This is an optimization exercise on Yosys and OpenROAD, whose aim is small area and a short achievable clock period, not a production implementation.
No functional check of the RTL was part of any run shown here.
Power figures rest on the tool's default switching activity, not on a simulated workload.

## flow/design.v (module list and top-level ports; edited modules follow where they fit)
// module kernelRegs: 24 lines
// module windowBuffer: 42 lines
// module convMac: 3212 lines
// module fullAdder: 10 lines
// module maxPool: 48 lines
// module convPoolLayer: 56 lines
module convPoolLayer (
    input  logic               clock,
    input  logic               rstN,
    input  logic               pixValid,
    input  cnnPkg::pixelT      pixData,
    input  logic               coefValid,
    input  cnnPkg::coefWriteT  coefWr,
    output logic               poolValid,
    output cnnPkg::poolSampleT poolOut
);
  // ...
==> flow/run.sh <==
#!/bin/bash
# synth_recipe.tcl (not shown) runs the flow's synth.tcl, then flattens the netlist and writes it again
# the make line also repeats each setting of config.mk as NAME=value (left out here)
make -C /OpenROAD-flow-scripts/flow DESIGN_CONFIG=/design/flow/config.mk WORK_HOME=/design/flow/orfs CLKGATE_MAP_FILE= SYNTH_SCRIPT=/design/flow/synth_recipe.tcl finish
==> flow/config.mk <==
export PLATFORM = sky130hd
export DESIGN_NAME = convPoolLayer
export DESIGN_NICKNAME = convPoolLayer
export VERILOG_FILES = /design/flow/design.v
export SDC_FILE = /design/flow/constraint.sdc
export NUM_CORES = 4
export LEC_CHECK = 0
export CAP_MARGIN = 20
export CORE_MARGIN = 2
export CORE_UTILIZATION = 40
export SETUP_SLACK_MARGIN = 2.5
export SLEW_MARGIN = 20
export SYNTH_HIERARCHICAL = 1
==> flow/constraint.sdc <==
create_clock -name core_clock -period 6.5 [get_ports {clock}]
set_input_delay 1.3000 -clock core_clock [delete_from_list [all_inputs] [get_ports {clock}]]
set_output_delay 1.3000 -clock core_clock [all_outputs]
set_load 0.01 [all_outputs]
==> run summary, run 1 <==
* Result of the run: complete, no violations
* Synth cell types at 74
* Synthesized-area fraction occupied by ao, oa, aoi and oai cells at 1.34%
* Dominant synthesized flop cell: edfxtp_1
* Sequential share of cell area at approximately two fifths
* XOR/XNOR Fraction of Synth Area at less than 1%
* Worst flop-to-flop path endpoint: uMaxPool.pairQ[0][3]$_DFFE_PP_
* Endpoints failing setup at 0
* Data arrival time of the worst path at approximately 4.0 ns
* Clk cell area share at between 5 and 6%
* Number of sequential cells in the layout at between 500 and 600
* Multiplexer area fraction after synthesis at approximately 5.3%
* Type of origin of the critical path: flop
* Share of total power in combinational logic at between 50% and 60%
* Layer with the highest usage after global routing: met2
* Wire length per cell at 24.6 um
* Met3 usage at 4.96%
* Final worst setup slack at about 2.9 ns
* RSZ-0062 raised after global routing: no
* Most common library cell in the layout ignoring fill and taps: fa_1
* Data buffer area share at between 1.5 and 2%
* Simple-Gate Fraction of Synth Area at under 10%
* Critical Path Fanout Max at 22
* Detailed Route WL at ~80000 um
* Slew at the pin closest to its max-slew limit at roughly 0.80 ns
* Hold EP: uConvMac.s2r128$_DFF_P_
* Placement Cell Area at 32500 um^2
* Share of cell area taken by multi-input logic gates at 49.1%
* Total buffers and inverters traversed by the critical path at 1
* Master cell of the clock root buffer: clkbuf_16
* Seq pwr share at between 20% and 30%
==> inputs of run 2 (changes only) <==
--- a/flow/config.mk
+++ b/flow/config.mk
@@ -8,6 +8,6 @@
 export CAP_MARGIN = 20
 export CORE_MARGIN = 2
 export CORE_UTILIZATION = 40
-export SETUP_SLACK_MARGIN = 2.5
+export SETUP_SLACK_MARGIN = 3.5
 export SLEW_MARGIN = 20
 export SYNTH_HIERARCHICAL = 1
==> run 2 against run 1 <==
Still clean. First-iteration DRC count up 14%. Area after synthesis is the same. Synthesized cell count is the same. Register-to-register slack gained 0.39 ns. Cell area increased by 5.4%. Maximum frequency up 12%. Clock power grew 3%. Clock skew rose by 0.0080 ns. Via count grew 5.3%. Critical endpoint is now uMaxPool.first[4]$_DFFE_PP_.
==> run summary, run 2 <==
* Result of the run: complete, no violations (unchanged)
* Number of buffers created by CTS at 59 (unchanged)
* Registers with the most flip-flops: uWindowBuffer.shift x152, uKernelRegs.wgt x72, uMaxPool.pairQ x57 (unchanged)
* Total congestion overflow at 0 (unchanged)
* Post-synth top area share at 35.6% (unchanged)
* Endpoints failing setup at 0 (unchanged)
* Master cell of the clock root buffer: clkbuf_16 (unchanged)
* Startpoint of the most critical setup path: uMaxPool.convCol[0]$_DFFE_PN0P_ (unchanged)
* End of the critical path: uMaxPool.first[4]$_DFFE_PP_ (was uMaxPool.pairQ[0][3]$_DFFE_PP_)
* Number of cells on the critical path at 11 (was 9)
* Peak supply drop at 0.358 mV (was 0.360 mV)
* Layout cells sized above 1 at 23.6% (was 12.0%)
* Wire length per cell at 24.6 um (about the same)
* Worst Reg2Reg Path Length in Cells at 11 (was 9)
* Drc violations at 0 (unchanged)
* Data arrival time of the worst path at 3.60 ns (was 3.97 ns)
* Clock input transition at the sequential cells of the worst setup and hold paths at 0.06 ns (about the same)
* Leading cell type by number of instances after synthesis: fa_1 (unchanged)
* Shortest clock period the worst path allows after layout at 3.24 ns (was 3.63 ns)
* Number of levels in the clock H-tree at 2 (unchanged)
* Worst hold-check path type: reg2reg (unchanged)
* Mean instance size in the synthesized netlist at 14.1 um^2 (unchanged)
* Buffers on Ports at 48 (unchanged)
* Initial drt markers at 1429 (was 1251)
* Buffer depth of the longest clock path at 3 (unchanged)
* Fraction of the yosys area taken by sequential cells at 43.3% (unchanged)
* Max Freq at 309 MHz (was 276 MHz)
* Slew headroom at 46.9% (was 47.0%)
* Number of routed nets with antenna violations at 0 (unchanged)
* Number of optimization iterations in the first detailed-route pass at 5 (unchanged)
* Slowest CP cell: dfrtp_4 (was dfrtp_2)
* Total buffers and inverters traversed by the critical path at 3 (was 1)
* Effective utilization at floorplan at 40.4% (unchanged)
* Maximum number of pins on one net before global-route repair at 93 (was 108)
* Detailed Route WL at 84000 um (was 80500 um)
* Setup skew after layout at 0.0485 ns (was 0.0405 ns)
* Required time of the critical path at 6.86 ns (was 6.84 ns)
* Summed negative setup slack over all endpoints at 0 ns (unchanged)
* DR vias/cell at 5.19 (was 5.14)
* Synth cell types at 74 (unchanged)
* Number of max-slew violations in the final report at 0 (unchanged)
* Count of warnings emitted by yosys at 13 (unchanged)
* Total track usage at 21.3% (was 20.8%)
* Kind of capture point of the worst setup path: flop (unchanged)
* Worst flop-to-flop path endpoint: uMaxPool.first[4]$_DFFE_PP_ (was uMaxPool.pairQ[0][3]$_DFFE_PP_)
* Family with the most delay on the worst path: compound AO/OA/AOI/OAI gates (was multiplexers)
* Lkg Pwr at 0.0133 uW (was 0.0124 uW)
* Diodes inserted at 0 (unchanged)
* Minimum setup slack among reg-to-reg paths at 3.26 ns (was 2.87 ns)
* Syn Inst Count at 2212 (unchanged)
* Final Hold Viols at 0 (unchanged)
* HPWL reported at the end of detailed placement at 65400 um (was 65100 um)
* Slew at the pin closest to its max-slew limit at 0.795 ns (was 0.796 ns)
* Crit-path max cell delay at 0.51 ns (was 0.72 ns)
* Die Span X at 283 um (unchanged)
* Async set-reset flop share out of synthesis at 18.1% (unchanged)
* Start of the worst register-to-register path: uMaxPool.convCol[0]$_DFFE_PN0P_ (unchanged)
* Final net count at 2938 (was 2797)
* Commonest non-fill, non-tap cells in the layout: 508 x fa_1, 453 x nand2_1, 228 x edfxtp_1, 212 x dfxtp_1, 119 x and2_1 (was 555 x fa_1, 462 x nand2_1, 228 x edfxtp_1, 212 x dfxtp_1, 128 x and2_1)
* Count of vias placed by the detailed router at 17709 (was 16822)
* Most common library cells after synthesis: 555 x fa_1, 462 x nand2_1, 228 x edfxtp_1 (unchanged)
* Critical Path Fanout Max at 9 (was 22)
* Final estimated routing congestion in global placement at 0.964 (was 0.945)
* Type of origin of the critical path: flop (unchanged)
* Critical path cell sequence: buf_12 > mux2_4 > inv_2 > ha_4 > a21oi_2 > o21ai_1 > a2111o_1 > or3_4 > a31oi_4 > buf_12 > mux2_2 (was mux2_2 > inv_1 > ha_1 > a21oi_1 > o21ai_1 > a2111o_1 > or3_4 > nand3_2 > mux2_2)
* Count of standard-cell rows at 102 (unchanged)
* Cell Area, Synth at 31200 um^2 (unchanged)
* EDFF count, synth at 228 (unchanged)
* Post-synth net total at 2829 (unchanged)
* Number of flip-flops and latches in the synthesized netlist at 537 (unchanged)
* Period Utilization, post-route at 49.9% (was 55.8%)
* Number of primary I/O pins at 49 (unchanged)
* Critical path start-end classification: reg2reg (unchanged)
* First-pass GRT wire length at 126000 um (was 124000 um)
* Core utilization of the finished layout at 46.9% (was 44.5%)
* CTS Sinks at 537 (unchanged)
* Max capacitance violation total at 0 (unchanged)
* Synth-to-Final Area Change at 16.3% (was 10.3%)
* Via count of the first global-routing pass at 19693 (was 19061)
* Total die area at 80300 um^2 (unchanged)
* Dominant synthesized flop cell: edfxtp_1 (unchanged)
* Clock latency at the later pin of the worst-skew pair at 0.65 ns (was 0.64 ns)
* TritonCTS clock tree: yes (unchanged)
* Pwr Density at 615 nW/um^2 (was 620 nW/um^2)
* Cell repeated most along the worst path: buf_12 (was mux2_2)
* Core ar. at 77300 um^2 (unchanged)
* Most common library cell in the layout ignoring fill and taps: fa_1 (unchanged)
* Largest register FFs at 152 (unchanged)
* RSZ-0062 raised after global routing: yes (was no)
* Largest area contributor in the netlist: fa_1 (unchanged)
* Die Span Y at 283 um (unchanged)
* Most area-consuming cells after synthesis: fa_1 36%, edfxtp_1 22%, dfxtp_1 14% (unchanged)
* Initial antenna violation count at 3 (was 2)
* Register with the highest flop count: uWindowBuffer.shift (unchanged)
run 2: cell counts after synthesis:
Identical to the previous run, type by type.
run 2: worst min-delay path by stage:
stage	endpoint	slack, ns	start	depth (start not counted)
floorplan	uConvMac.s2r128$_DFF_P_	0.31	uConvMac.s1r0$_DFF_P_	0
global placement	uConvMac.s2r133$_DFF_P_	0.31	uConvMac.s1r10$_DFF_P_	0
detailed placement	uConvMac.s2r128$_DFF_P_	0.31	uConvMac.s1r0$_DFF_P_	0
CTS	uConvMac.s2r128$_DFF_P_	0.33	uConvMac.s1r0$_DFF_P_	0
global route	uConvMac.s2r128$_DFF_P_	0.33	uConvMac.s1r0$_DFF_P_	0
finish	uConvMac.s2r128$_DFF_P_	0.33	uConvMac.s1r0$_DFF_P_	0
run 2: Yosys stat by module (local to each module, per instance):
module	cells	cell area, um^2	flip-flops and latches	times used
convMac	1032	7750	189	1
convPoolLayer	3	75.1	3	1
fullAdder	1	20.0	0	555
kernelRegs	187	3120	80	1
maxPool	258	4280	106	1
windowBuffer	177	4880	159	1
run 2: layer usage:
| metal | wire length (um) | global-route usage [%] | share of wire [%] |
|---|---|---|---|
| met1 | 34000 | 28.0 | 40 |
| met2 | 40800 | 35.6 | 49 |
| met3 | 6580 | 4.65 | 7.8 |
| met4 | 2640 | 5.95 | 3.1 |
| met5 | 13 | 0 | 0.015 |
run 2: layout make-up:
type	count	area [um^2]
Tap cell	1040	1300
Clock buffer	76	1650
Fill cell	6809	41000
Inverter	55	206
Clock inverter	36	370
Multi-Input combinational cell	1472	17300
Timing Repair Buffer	196	1900
Sequential cell	537	13600
run 2: repair_timing:
item	CTS	global route
pin swaps	12	33
buffers inserted	110	32
gates resized for setup	94	82
hold endpoints to repair	0	0
gates cloned	1	0
hold buffers	0	0
endpoints found under the setup margin	118	99
run 2: stage by stage:
step	area (um^2)	setup WS, ns	total power, uW	cells	hold slack [ns]
after floorplan	31300	3.40	13500	2212	0.310
after global routing	36300	3.19	24200	3412	0.331
after global placement	32600	2.36	17900	3157	0.315
final	36300	3.26	22300	3412	0.325
after CTS	35800	3.24	22200	3380	0.328
after detailed placement	32600	2.34	18200	3157	0.314
run 2: logic make-up after synthesis:
logic type / count (synthesis) / share of synthesized area, %
xor gates and xnor gates: 19 / 0.533
DFF: 537 / 43.3
AOI/OAI and AO/OA: 55 / 1.34
and+or+nand+nor: 664 / 9.87
muxes: 141 / 5.29
adders and majority gates: 593 / 37.1
buffers and inverters: 203 / 2.56
run 2: where the power goes:
group,switching [uW],leakage (uW),internal (uW),total [uW]
Combinational,6880,0.00721,6100,13000
Sequential,914,0.00509,5000,5910
Clock,1400,0.000988,2030,3420
Total,9190,0.0133,13100,22300
==> module maxPool, before the edit <==
module maxPool (
    input  logic        clock,
    input  logic        rstN,
    input  logic        convValid,
    input  logic [18:0] conv,
    output logic        poolValid,
    output logic [23:0] poolOut
);
    logic [2:0] convRow;
    logic [2:0] convCol;
    logic signed [18:0] first;
    logic signed [18:0] pairQ [3];
    logic signed [18:0] other;
    logic signed [18:0] best;
    logic signed [18:0] value;
    assign value = conv;
    assign other = convCol[0] ? first : pairQ[2];
    assign best  = (value > other) ? value : other;
    always_ff @(posedge clock or negedge rstN) begin
        if (!rstN) begin
            convRow   <= '0;
            convCol   <= '0;
            poolValid <= 1'b0;
        end else begin
            poolValid <= convValid && convRow[0] && convCol[0];
            if (convValid) begin
                if (convCol == 3'd5) begin
                    convCol <= '0;
                    convRow <= (convRow == 3'd5) ? 3'd0 : convRow + 1'b1;
                end else begin
                    convCol <= convCol + 1'b1;
                end
            end
        end
    end
    always_ff @(posedge clock) begin
        if (convValid) begin
            if (!convCol[0]) begin
                first <= convRow[0] ? best : value;
            end else begin
                pairQ[0] <= best;
                pairQ[1] <= pairQ[0];
                pairQ[2] <= pairQ[1];
            end
        end
        poolOut <= {best[18], best, convRow[2:1], convCol[2:1]};
    end
endmodule
==> inputs of run 3 (changes only) <==
--- a/flow/design.v
+++ b/flow/design.v
@@ -3344,14 +3344,14 @@
 );
     logic [2:0] convRow;
     logic [2:0] convCol;
-    logic signed [18:0] first;
-    logic signed [18:0] pairQ [3];
     logic signed [18:0] other;
-    logic signed [18:0] best;
+    logic signed [18:0] pairQ [2];
     logic signed [18:0] value;
-    assign value = conv;
-    assign other = convCol[0] ? first : pairQ[2];
-    assign best  = (value > other) ? value : other;
+    logic               takeValue;
+    logic signed [18:0] best;
+    assign value     = conv;
+    assign takeValue = (value > other) || (!convRow[0] && !convCol[0]);
+    assign best      = takeValue ? value : other;
     always_ff @(posedge clock or negedge rstN) begin
         if (!rstN) begin
             convRow   <= '0;
@@ -3372,11 +3372,11 @@
     always_ff @(posedge clock) begin
         if (convValid) begin
             if (!convCol[0]) begin
-                first <= convRow[0] ? best : value;
+                other <= best;
             end else begin
+                other    <= pairQ[1];
                 pairQ[0] <= best;
                 pairQ[1] <= pairQ[0];
-                pairQ[2] <= pairQ[1];
             end
         end
         poolOut <= {best[18], best, convRow[2:1], convCol[2:1]};
--- a/flow/config.mk
+++ b/flow/config.mk
@@ -8,6 +8,6 @@
 export CAP_MARGIN = 20
 export CORE_MARGIN = 2
 export CORE_UTILIZATION = 40
-export SETUP_SLACK_MARGIN = 3.5
+export SETUP_SLACK_MARGIN = 4.2
 export SLEW_MARGIN = 20
 export SYNTH_HIERARCHICAL = 1
==> run 3 against run 2 <==
Still clean on timing, DRC and antenna. Sequential power is 3% lower. Clock-buffer cell count is 5 higher. Synthesized cell count is 1.6% higher.
==> run summary, run 3 <==
* Cts hold-fix bufs at 0 (unchanged)
* Most common library cells after synthesis: 555 x fa_1, 502 x nand2_1, 212 x dfxtp_1 (was 555 x fa_1, 462 x nand2_1, 228 x edfxtp_1)
* Total die area at 79100 um^2 (was 80300 um^2)
* Shortest clock period the worst path allows after layout at 3.04 ns (was 3.24 ns)
* Non-filler cells, final at 3593 (was 3412)
* Clock latency at the later pin of the worst-skew pair at 0.63 ns (was 0.65 ns)
* Clock network fraction of total power at 13.6% (was 15.3%)
* Required time of the critical path at 7.00 ns (was 6.86 ns)
* Sw power at 10500 uW (was 9190 uW)
* Slew headroom at 37.5% (was 46.9%)
* Hold EP: uConvMac.s2r133$_DFF_P_ (was uConvMac.s2r128$_DFF_P_)
* Number of levels in the clock H-tree at 2 (unchanged)
* Register with the highest flop count: uWindowBuffer.shift (unchanged)
* Setup skew after layout at 0.0265 ns (was 0.0485 ns)
* Largest register FFs at 152 (unchanged)
* Hold Startpoint: uConvMac.s1r10$_DFF_P_ (was uConvMac.s1r0$_DFF_P_)
* Seq pwr share at 22.6% (was 26.5%)
* Cell Area, Synth at 30700 um^2 (was 31200 um^2)
* Sw frac at 41.7% (was 41.2%)
* Final net count at 3132 (was 2938)
* CTS Sinks at 518 (was 537)
* Die Span Y at 281 um (was 283 um)
* Final Hold Viols at 0 (unchanged)
* Final non-filler cell area at 39900 um^2 (was 36300 um^2)
* Cell repeated most along the worst path: fa_2 (was buf_12)
* Number of primary I/O pins at 49 (unchanged)
* Start of the worst register-to-register path: uConvMac.s2r160$_DFF_P_ (was uMaxPool.convCol[0]$_DFFE_PN0P_)
* Slew at the pin closest to its max-slew limit at 0.937 ns (was 0.795 ns)
* First-pass GRT wire length at 137000 um (was 126000 um)
* Critical path start-end classification: reg2reg (unchanged)
* RSZ-0062 raised after global routing: yes (unchanged)
* Result of the run: complete, no violations (unchanged)
* Buffer depth of the longest clock path at 3 (unchanged)
* Slowest CP cell: or4_4 (was dfrtp_4)
* Data arrival time of the worst path at 3.54 ns (was 3.60 ns)
* Worst Reg2Reg Path Length in Cells at 8 (was 11)
* Via count of the first global-routing pass at 20888 (was 19693)
* DR vias/cell at 5.27 (was 5.19)
* Hold Path Depth at 0 (unchanged)
* Minimum setup slack among reg-to-reg paths at 3.46 ns (was 3.26 ns)
* Critical Path Fanout Max at 3 (was 9)
* Post-synth net total at 2864 (was 2829)
* HPWL reported at the end of detailed placement at 66500 um (was 65400 um)
* Number of routed nets with antenna violations at 0 (unchanged)
* Number of max-slew violations in the final report at 0 (unchanged)
* Max capacitance violation total at 0 (unchanged)
* Registers with the most flip-flops: uWindowBuffer.shift x152, uKernelRegs.wgt x72, uMaxPool.pairQ x38 (was uWindowBuffer.shift x152, uKernelRegs.wgt x72, uMaxPool.pairQ x57)
* Async set-reset flop share out of synthesis at 18.7% (was 18.1%)
* Synth-to-Final Area Change at 29.8% (was 16.3%)
* Layout cells sized above 1 at 53.5% (was 23.6%)
* EDFF count, synth at 209 (was 228)
* Peak supply drop at 0.439 mV (was 0.358 mV)
* Core utilization of the finished layout at 52.5% (was 46.9%)
* Placement Cell Area at 33300 um^2 (was 32600 um^2)
* Fraction of the yosys area taken by sequential cells at 42.1% (was 43.3%)
* Drc violations at 0 (unchanged)
* Synth cell types at 76 (was 74)
* Initial antenna violation count at 0 (was 3)
* Most area-consuming cells after synthesis: fa_1 36%, edfxtp_1 20%, dfxtp_1 14% (was fa_1 36%, edfxtp_1 22%, dfxtp_1 14%)
* Buffers on Ports at 48 (unchanged)
* Worst flop-to-flop path endpoint: uConvMac.sum[18]$_DFF_P_ (was uMaxPool.first[4]$_DFFE_PP_)
* Max Freq at 329 MHz (was 309 MHz)
* Number of buffers created by CTS at 57 (was 59)
* Maximum number of pins on one net before global-route repair at 89 (was 93)
* Number of optimization iterations in the first detailed-route pass at 5 (unchanged)
* Period Utilization, post-route at 46.8% (was 49.9%)
* Largest area contributor in the netlist: fa_1 (unchanged)
* Number of placed instances with taps included at 3172 (was 3157)
* Pwr Total at 25300 uW (was 22300 uW)
* Lkg Pwr at 0.0146 uW (was 0.0133 uW)
* Mean instance size in the synthesized netlist at 13.7 um^2 (was 14.1 um^2)
* Count of vias placed by the detailed router at 18919 (was 17709)
* Wire length per cell at 25.9 um (was 24.6 um)
* Summed negative setup slack over all endpoints at 0 ns (unchanged)
* Dominant synthesized flop cell: dfxtp_1 (was edfxtp_1)
* Total congestion overflow at 0 (unchanged)
* Endpoints failing setup at 0 (unchanged)
* Leading cell type by number of instances after synthesis: fa_1 (unchanged)
* Crit-path max cell delay at 0.52 ns (was 0.51 ns)
* Initial drt markers at 1441 (was 1429)
* Share of total power in combinational logic at 63.7% (was 58.2%)
* Type of origin of the critical path: flop (unchanged)
* Worst hold-check path type: reg2reg (unchanged)
* Number of flip-flops and latches in the synthesized netlist at 518 (was 537)
* Count of standard-cell rows at 101 (was 102)
* Fill cell total of the finished layout at 6185 (was 6809)
* Critical path cell sequence: fa_2 > fa_2 > fa_2 > fa_2 > or3_4 > or4_4 > o211ai_2 > xnor2_1 (was buf_12 > mux2_4 > inv_2 > ha_4 > a21oi_2 > o21ai_1 > a2111o_1 > or3_4 > a31oi_4 > buf_12 > mux2_2)
* TritonCTS clock tree: yes (unchanged)
* Final estimated routing congestion in global placement at 0.944 (was 0.964)
* Master cell of the clock root buffer: clkbuf_16 (unchanged)
* Post-synth top area share at 36.1% (was 35.6%)
* Total track usage at 23.9% (was 21.3%)
* Effective utilization at floorplan at 40.5% (was 40.4%)
* Detailed Route WL at 92900 um (was 84000 um)
* Syn Inst Count at 2247 (was 2212)
* Count of warnings emitted by yosys at 13 (unchanged)
* Clock input transition at the sequential cells of the worst setup and hold paths at 0.06 ns (about the same)
* Kind of capture point of the worst setup path: flop (unchanged)
* Pwr Density at 634 nW/um^2 (was 615 nW/um^2)
* Commonest non-fill, non-tap cells in the layout: 447 x fa_2, 388 x nand2_1, 209 x edfxtp_1, 176 x dfxtp_1, 151 x buf_4 (was 508 x fa_1, 453 x nand2_1, 228 x edfxtp_1, 212 x dfxtp_1, 119 x and2_1)
* Die Span X at 281 um (was 283 um)
* Core ar. at 75900 um^2 (was 77300 um^2)
* Total internal power at 14800 uW (was 13100 uW)
* Diodes inserted at 0 (unchanged)
* Most common library cell in the layout ignoring fill and taps: fa_2 (was fa_1)
run 3: routing by layer:
metal / vias to the layer above / routed length (um) / track usage [%]
met5: - / 0 / 0
met4: 0 / 4970 / 10.1
met1: 10054 / 36200 / 29.8
met2: 807 / 45100 / 40.3
met3: 271 / 6560 / 5.06
li1: 7787 / - / -
run 3: cells by family after synthesis:
group	count (synthesis)	share of synthesized area [%]
multiplexers	103	3.98
adder cells (fa/ha/maj)	593	37.7
buffers and inverters	215	2.79
AO/OA/AOI/OAI	93	2.31
AND/OR/NAND/NOR	706	10.6
flip-flops	518	42.1
XOR/XNOR	19	0.541
run 3: per-module statistics from Yosys (local to each module, per instance):
module | cells | area, um^2 | times used
maxPool | 293 | 3800 | 1
kernelRegs | 187 | 3120 | 1
convPoolLayer | 3 | 75.1 | 1
fullAdder | 1 | 20.0 | 555
convMac | 1032 | 7750 | 1
windowBuffer | 177 | 4880 | 1
run 3: power by group through the flow:
stage                     combinational, uW  clock (uW)  sequential [uW]
after floorplan                        9030           0             5340
after global placement                13100           0             5880
after detailed placement              13400           0             5930
after CTS                             15300        3530             5700
after global routing                  17600        3660             5830
final                                 16100        3450             5730
run 3: worst max path at each step:
| stage | to | cells past startpoint | start |
|---|---|---|---|
| after detailed placement | uMaxPool.other[11]$_DFFE_PP_ | 8 | uMaxPool.other[13]$_DFFE_PP_ |
| after global routing | uConvMac.sum[18]$_DFF_P_ | 8 | uConvMac.s2r160$_DFF_P_ |
| after global placement | uMaxPool.other[4]$_DFFE_PP_ | 8 | uMaxPool.other[4]$_DFFE_PP_ |
| after floorplan | uConvMac.sum[18]$_DFF_P_ | 8 | uConvMac.s2r160$_DFF_P_ |
| final | uConvMac.sum[18]$_DFF_P_ | 8 | uConvMac.s2r160$_DFF_P_ |
| after CTS | uConvMac.sum[18]$_DFF_P_ | 8 | uConvMac.s2r160$_DFF_P_ |
run 3: metrics by stage:
stage          hold WS (ns)  worst slack, ns
2_1_floorplan         0.310             3.49
3_3_place_gp          0.318             3.28
3_5_place_dp          0.312             3.18
4_1_cts               0.330             3.40
5_1_grt               0.338             3.38
6_report              0.329             3.46
run 3: critical path: cells and delay by family, from the launching register on:
| family | cells | cell delay [ns] |
|---|---|---|
| AO/OA/AOI/OAI | 1 | 0.08 |
| XOR/XNOR | 1 | 0.09 |
| adder cells (fa/ha/maj) | 4 | 1.52 |
| flip-flops | 1 | 0.32 |
| AND/OR/NAND/NOR | 2 | 0.91 |
run 3: final cells by class:
type / count / area (um^2) / area share, %
Sequential cell: 518 / 13100 / 32.8
Multi-Input combinational cell: 1520 / 19500 / 48.8
Tap cell: 1030 / 1290 / 3.23
Timing Repair Buffer: 363 / 3840 / 9.62
Clock buffer: 81 / 1700 / 4.26
Inverter: 55 / 206 / 0.517
Clock inverter: 26 / 315 / 0.790
run 3: what timing repair did:
item                       4_1_cts  5_1_grt
setup buffers                  239       61
gates resized for setup        523      173
gates cloned                    12        2
pin swaps                      253      162
setup endpoints to repair      316      335
==> inputs of run 4 (changes only) <==
--- a/flow/config.mk
+++ b/flow/config.mk
@@ -8,6 +8,6 @@
 export CAP_MARGIN = 20
 export CORE_MARGIN = 2
 export CORE_UTILIZATION = 40
-export SETUP_SLACK_MARGIN = 4.2
+export SETUP_SLACK_MARGIN = 3.5
 export SLEW_MARGIN = 20
 export SYNTH_HIERARCHICAL = 1
==> run 4 against run 3 <==
Cell count down 4.9%. Combinational power fell by about 20%. Sequential share of layout area increased by 4.0 points. Highest routed layer is now met5. Cell area down 11%. Register-to-register slack got worse by 0.09 ns. Clock-buffer cell count shrank 7. Sequential power is essentially flat.
==> run summary, run 4 <==
* Result of the run: complete, no violations (unchanged)
* Count of standard-cell rows at 101 (unchanged)
* Register with the highest flop count: uWindowBuffer.shift (unchanged)
* TritonCTS clock tree: yes (unchanged)
* HPWL reported at the end of detailed placement at 65400 um (was 66500 um)
* Final non-filler cell area at 35400 um^2 (was 39900 um^2)
* Drc violations at 0 (unchanged)
* Max Freq at 320 MHz (was 329 MHz)
* Minimum setup slack among reg-to-reg paths at 3.37 ns (was 3.46 ns)
* Slew headroom at 34.2% (was 37.5%)
* Data arrival time of the worst path at 3.60 ns (was 3.54 ns)
* Final net count at 2957 (was 3132)
* Cell Area, Synth at 30700 um^2 (unchanged)
* Clock input transition at the sequential cells of the worst setup and hold paths at 0.06 ns (about the same)
* Hold Path Depth at 0 (unchanged)
* Worst Reg2Reg Path Length in Cells at 8 (unchanged)
* Registers with the most flip-flops: uWindowBuffer.shift x152, uKernelRegs.wgt x72, uMaxPool.pairQ x38 (unchanged)
* Required time of the critical path at 6.97 ns (was 7.00 ns)
* Commonest non-fill, non-tap cells in the layout: 506 x fa_1, 496 x nand2_1, 211 x dfxtp_1, 209 x edfxtp_1, 122 x and2_1 (was 447 x fa_2, 388 x nand2_1, 209 x edfxtp_1, 176 x dfxtp_1, 151 x buf_4)
* Setup skew after layout at 0.0345 ns (was 0.0265 ns)
* Number of routed nets with antenna violations at 0 (unchanged)
* Total track usage at 21.7% (was 23.9%)
* Endpoints failing setup at 0 (unchanged)
* Critical path start-end classification: reg2reg (unchanged)
* Post-synth net total at 2864 (unchanged)
* Kind of capture point of the worst setup path: flop (unchanged)
* EDFF count, synth at 209 (unchanged)
* Mean instance size in the synthesized netlist at 13.7 um^2 (unchanged)
* Synthesized-area fraction occupied by adder cells at 37.7% (unchanged)
* Initial drt markers at 1208 (was 1441)
* DR vias/cell at 5.19 (was 5.27)
* Max capacitance violation total at 0 (unchanged)
* Synth cell types at 76 (unchanged)
* Total congestion overflow at 0 (unchanged)
* Total die area at 79100 um^2 (unchanged)
* Wire length per cell at 24.6 um (was 25.9 um)
* Critical Path Fanout Max at 3 (unchanged)
* Start of the worst register-to-register path: uConvMac.s2r160$_DFF_P_ (unchanged)
* Synthesized-area fraction occupied by ao, oa, aoi and oai cells at 2.31% (unchanged)
* Simple-Gate Fraction of Synth Area at 10.6% (unchanged)
* Final Hold Viols at 0 (unchanged)
* Peak supply drop at 0.353 mV (was 0.439 mV)
* Number of buffers created by CTS at 57 (unchanged)
* Lkg Pwr at 0.0129 uW (was 0.0146 uW)
* CTS Sinks at 518 (unchanged)
* Most common library cell in the layout ignoring fill and taps: fa_1 (was fa_2)
* Most common library cells after synthesis: 555 x fa_1, 502 x nand2_1, 212 x dfxtp_1 (unchanged)
* Number of levels in the clock H-tree at 2 (unchanged)
* Detailed Route WL at 84000 um (was 92900 um)
* Count of vias placed by the detailed router at 17723 (was 18919)
* Synth-to-Final Area Change at 15.2% (was 29.8%)
* Placement Cell Area at 31900 um^2 (was 33300 um^2)
* Leading cell type by number of instances after synthesis: fa_1 (unchanged)
* Number of flip-flops and latches in the synthesized netlist at 518 (unchanged)
* Number of max-slew violations in the final report at 0 (unchanged)
* Largest family of logic cells by synthesized area: adder cells (unchanged)
* Async set-reset flop share out of synthesis at 18.7% (unchanged)
* Pwr Density at 622 nW/um^2 (was 634 nW/um^2)
* Largest register FFs at 152 (unchanged)
* XOR/XNOR Fraction of Synth Area at 0.541% (unchanged)
* Diodes inserted at 0 (unchanged)
* Final worst setup slack at 3.37 ns (was 3.46 ns)
* First-pass GRT wire length at 125000 um (was 137000 um)
* Clock latency at the later pin of the worst-skew pair at 0.63 ns (about the same)
* Count of warnings emitted by yosys at 13 (unchanged)
* Cts hold-fix bufs at 0 (unchanged)
* Startpoint of the most critical setup path: uConvMac.s2r160$_DFF_P_ (unchanged)
* RSZ-0062 raised after global routing: yes (unchanged)
* Number of primary I/O pins at 49 (unchanged)
* Buffers on Ports at 48 (unchanged)
* Worst flop-to-flop path endpoint: uConvMac.sum[18]$_DFF_P_ (unchanged)
* Syn Inst Count at 2247 (unchanged)
* Final estimated routing congestion in global placement at 0.948 (was 0.944)
* Number of optimization iterations in the first detailed-route pass at 5 (unchanged)
* Combined flip-flop and latch cell area at 13000 um^2 (was 13100 um^2)
* Most area-consuming cells after synthesis: fa_1 36%, edfxtp_1 20%, dfxtp_1 14% (unchanged)
* Type of origin of the critical path: flop (unchanged)
* Fill cell total of the finished layout at 6660 (was 6185)
* Slew at the pin closest to its max-slew limit at 0.985 ns (was 0.937 ns)
* Multi-input gate area at 17200 um^2 (was 19500 um^2)
* Period Utilization, post-route at 48.1% (was 46.8%)
* Maximum number of pins on one net before global-route repair at 68 (was 89)
* Worst hold-check path type: reg2reg (unchanged)
* Pre-CTS setup slack at 2.77 ns (was 3.18 ns)
* Initial antenna violation count at 4 (was 0)
* Layout cells sized above 1 at 21.1% (was 53.5%)
* Multiplexer area fraction after synthesis at 3.98% (unchanged)
* Pwr Total at 22000 uW (was 25300 uW)
* Dominant synthesized flop cell: dfxtp_1 (unchanged)
* Via count of the first global-routing pass at 19736 (was 20888)
* Shortest clock period the worst path allows after layout at 3.13 ns (was 3.04 ns)
* Largest area contributor in the netlist: fa_1 (unchanged)
* Core utilization of the finished layout at 46.6% (was 52.5%)
* Effective utilization at floorplan at 40.5% (unchanged)
* Fraction of the yosys area taken by sequential cells at 42.1% (unchanged)
* Master cell of the clock root buffer: clkbuf_16 (unchanged)
* Die Span X at 281 um (unchanged)
* Core ar. at 75900 um^2 (unchanged)
* Die Span Y at 281 um (unchanged)
* End of the critical path: uConvMac.sum[18]$_DFF_P_ (unchanged)
* Buffer depth of the longest clock path at 3 (unchanged)
* Summed negative setup slack over all endpoints at 0 ns (unchanged)
* Post-synth top area share at 36.1% (unchanged)
run 4: critical path, stage by stage (launching register included):
cell and delay (ns):
dfxtp_2 0.32, fa_2 0.38, fa_2 0.35, fa_2 0.35, fa_2 0.47, or3_4 0.41, or4_4 0.53, o211ai_4 0.09
xnor2_2 0.08
run 4: worst min-delay path by stage:
stage	from	end	slack [ns]
2_1_floorplan	uConvMac.s1r0$_DFF_P_	uConvMac.s2r128$_DFF_P_	0.31
3_3_place_gp	uConvMac.s1r106$_DFF_P_	uConvMac.s2r157$_DFF_P_	0.32
3_5_place_dp	uConvMac.s1r120$_DFF_P_	uConvMac.s2r162$_DFF_P_	0.31
4_1_cts	uConvMac.s1r120$_DFF_P_	uConvMac.s2r162$_DFF_P_	0.32
5_1_grt	uConvMac.s1r120$_DFF_P_	uConvMac.s2r162$_DFF_P_	0.33
6_report	uConvMac.s1r120$_DFF_P_	uConvMac.s2r162$_DFF_P_	0.32
run 4: kinds of logic (layout without fill, tap and decap cells):
kind of cell	Yosys count	count (layout)
buffers and inverters	215	356
adders and majority gates	593	593
muxes	103	103
and+or+nand+nor	706	706
xor gates and xnor gates	19	19
AOI/OAI and AO/OA	93	93
DFF	518	518
run 4: metal layers:
layer	vias to the layer above	wire [um]	global-route usage, %
met5	-	39	0
met4	6	2330	5.01
met3	160	6860	5.56
met2	679	40900	36.4
met1	9459	33900	28.2
li1	7419	-	-
run 4: Yosys stat by module, one instance, submodules excluded:
module,copies in the design,flops+latches,cells
kernelRegs,1,80,187
windowBuffer,1,159,177
convMac,1,189,1032
fullAdder,555,0,1
convPoolLayer,1,3,3
maxPool,1,87,293
run 4: power by group:
part / internal [uW] / total (uW) / switching (uW) / leakage (uW)
combinational: 5790 / 12800 / 7060 / 0.00704
clock: 2080 / 3470 / 1390 / 0.000986
sequential: 4830 / 5710 / 884 / 0.00492
run 4: per-stage QoR:
step / hold WS (ns) / std cells
2_1_floorplan: 0.310 / 2247
3_3_place_gp: 0.316 / 3173
3_5_place_dp: 0.312 / 3173
4_1_cts: 0.325 / 3364
5_1_grt: 0.331 / 3418
6_report: 0.324 / 3418
run 4: final cells by class:
class | instances | share of cell area [%]
multi-input combinational | 1514 | 48.5
clock buffer | 74 | 4.56
inverter | 55 | 0.583
tap | 1030 | 3.64
timing repair buffer | 194 | 4.74
sequential | 518 | 36.8
clock inverter | 33 | 1.17
run 4: timing repair:
| action | CTS | global route |
|---|---|---|
| endpoints found under the setup margin | 84 | 89 |
| setup buffers | 84 | 54 |
| hold endpoints to repair | 0 | 0 |
| pin swaps | 5 | 35 |
| resized for setup | 54 | 98 |

[what the ideal ports hide]
How much do the figures lean on ideal ports? The routed layouts below were timed once more, with nothing changed but the port constraints.
Step 1: set_driving_cell puts a clkbuf_16 on clock and a buf_2 on each other input, an assumption about the parent block.
Step 2 times the ports against the registers' clock, not the clock port: input delays grow and output delays shrink by t, the midpoint of the rising clock arrivals with the driver on.
Three values: ideal ports, drivers, drivers and shift; two values: the first two.
| run | shift t [ns] | slack for setup (ns) | worst data-port slew with drivers (ns) |
|---|---|---|---|
| run 1 | 0.681 | 2.870 / 2.870 / 2.870 | 0.04 |
| run 2 | 0.691 | 3.259 / 3.259 / 3.244 | 0.04 |
| run 3 | 0.681 | 3.457 / 3.457 / 3.457 | 0.05 |
| run 4 | 0.674 | 3.371 / 3.371 / 3.114 | 0.04 |
After both steps every run listed still meets setup and hold. The setup slack of run 4, which loses most, moves by 0.000 ns with the drivers and by -0.257 ns with both steps.
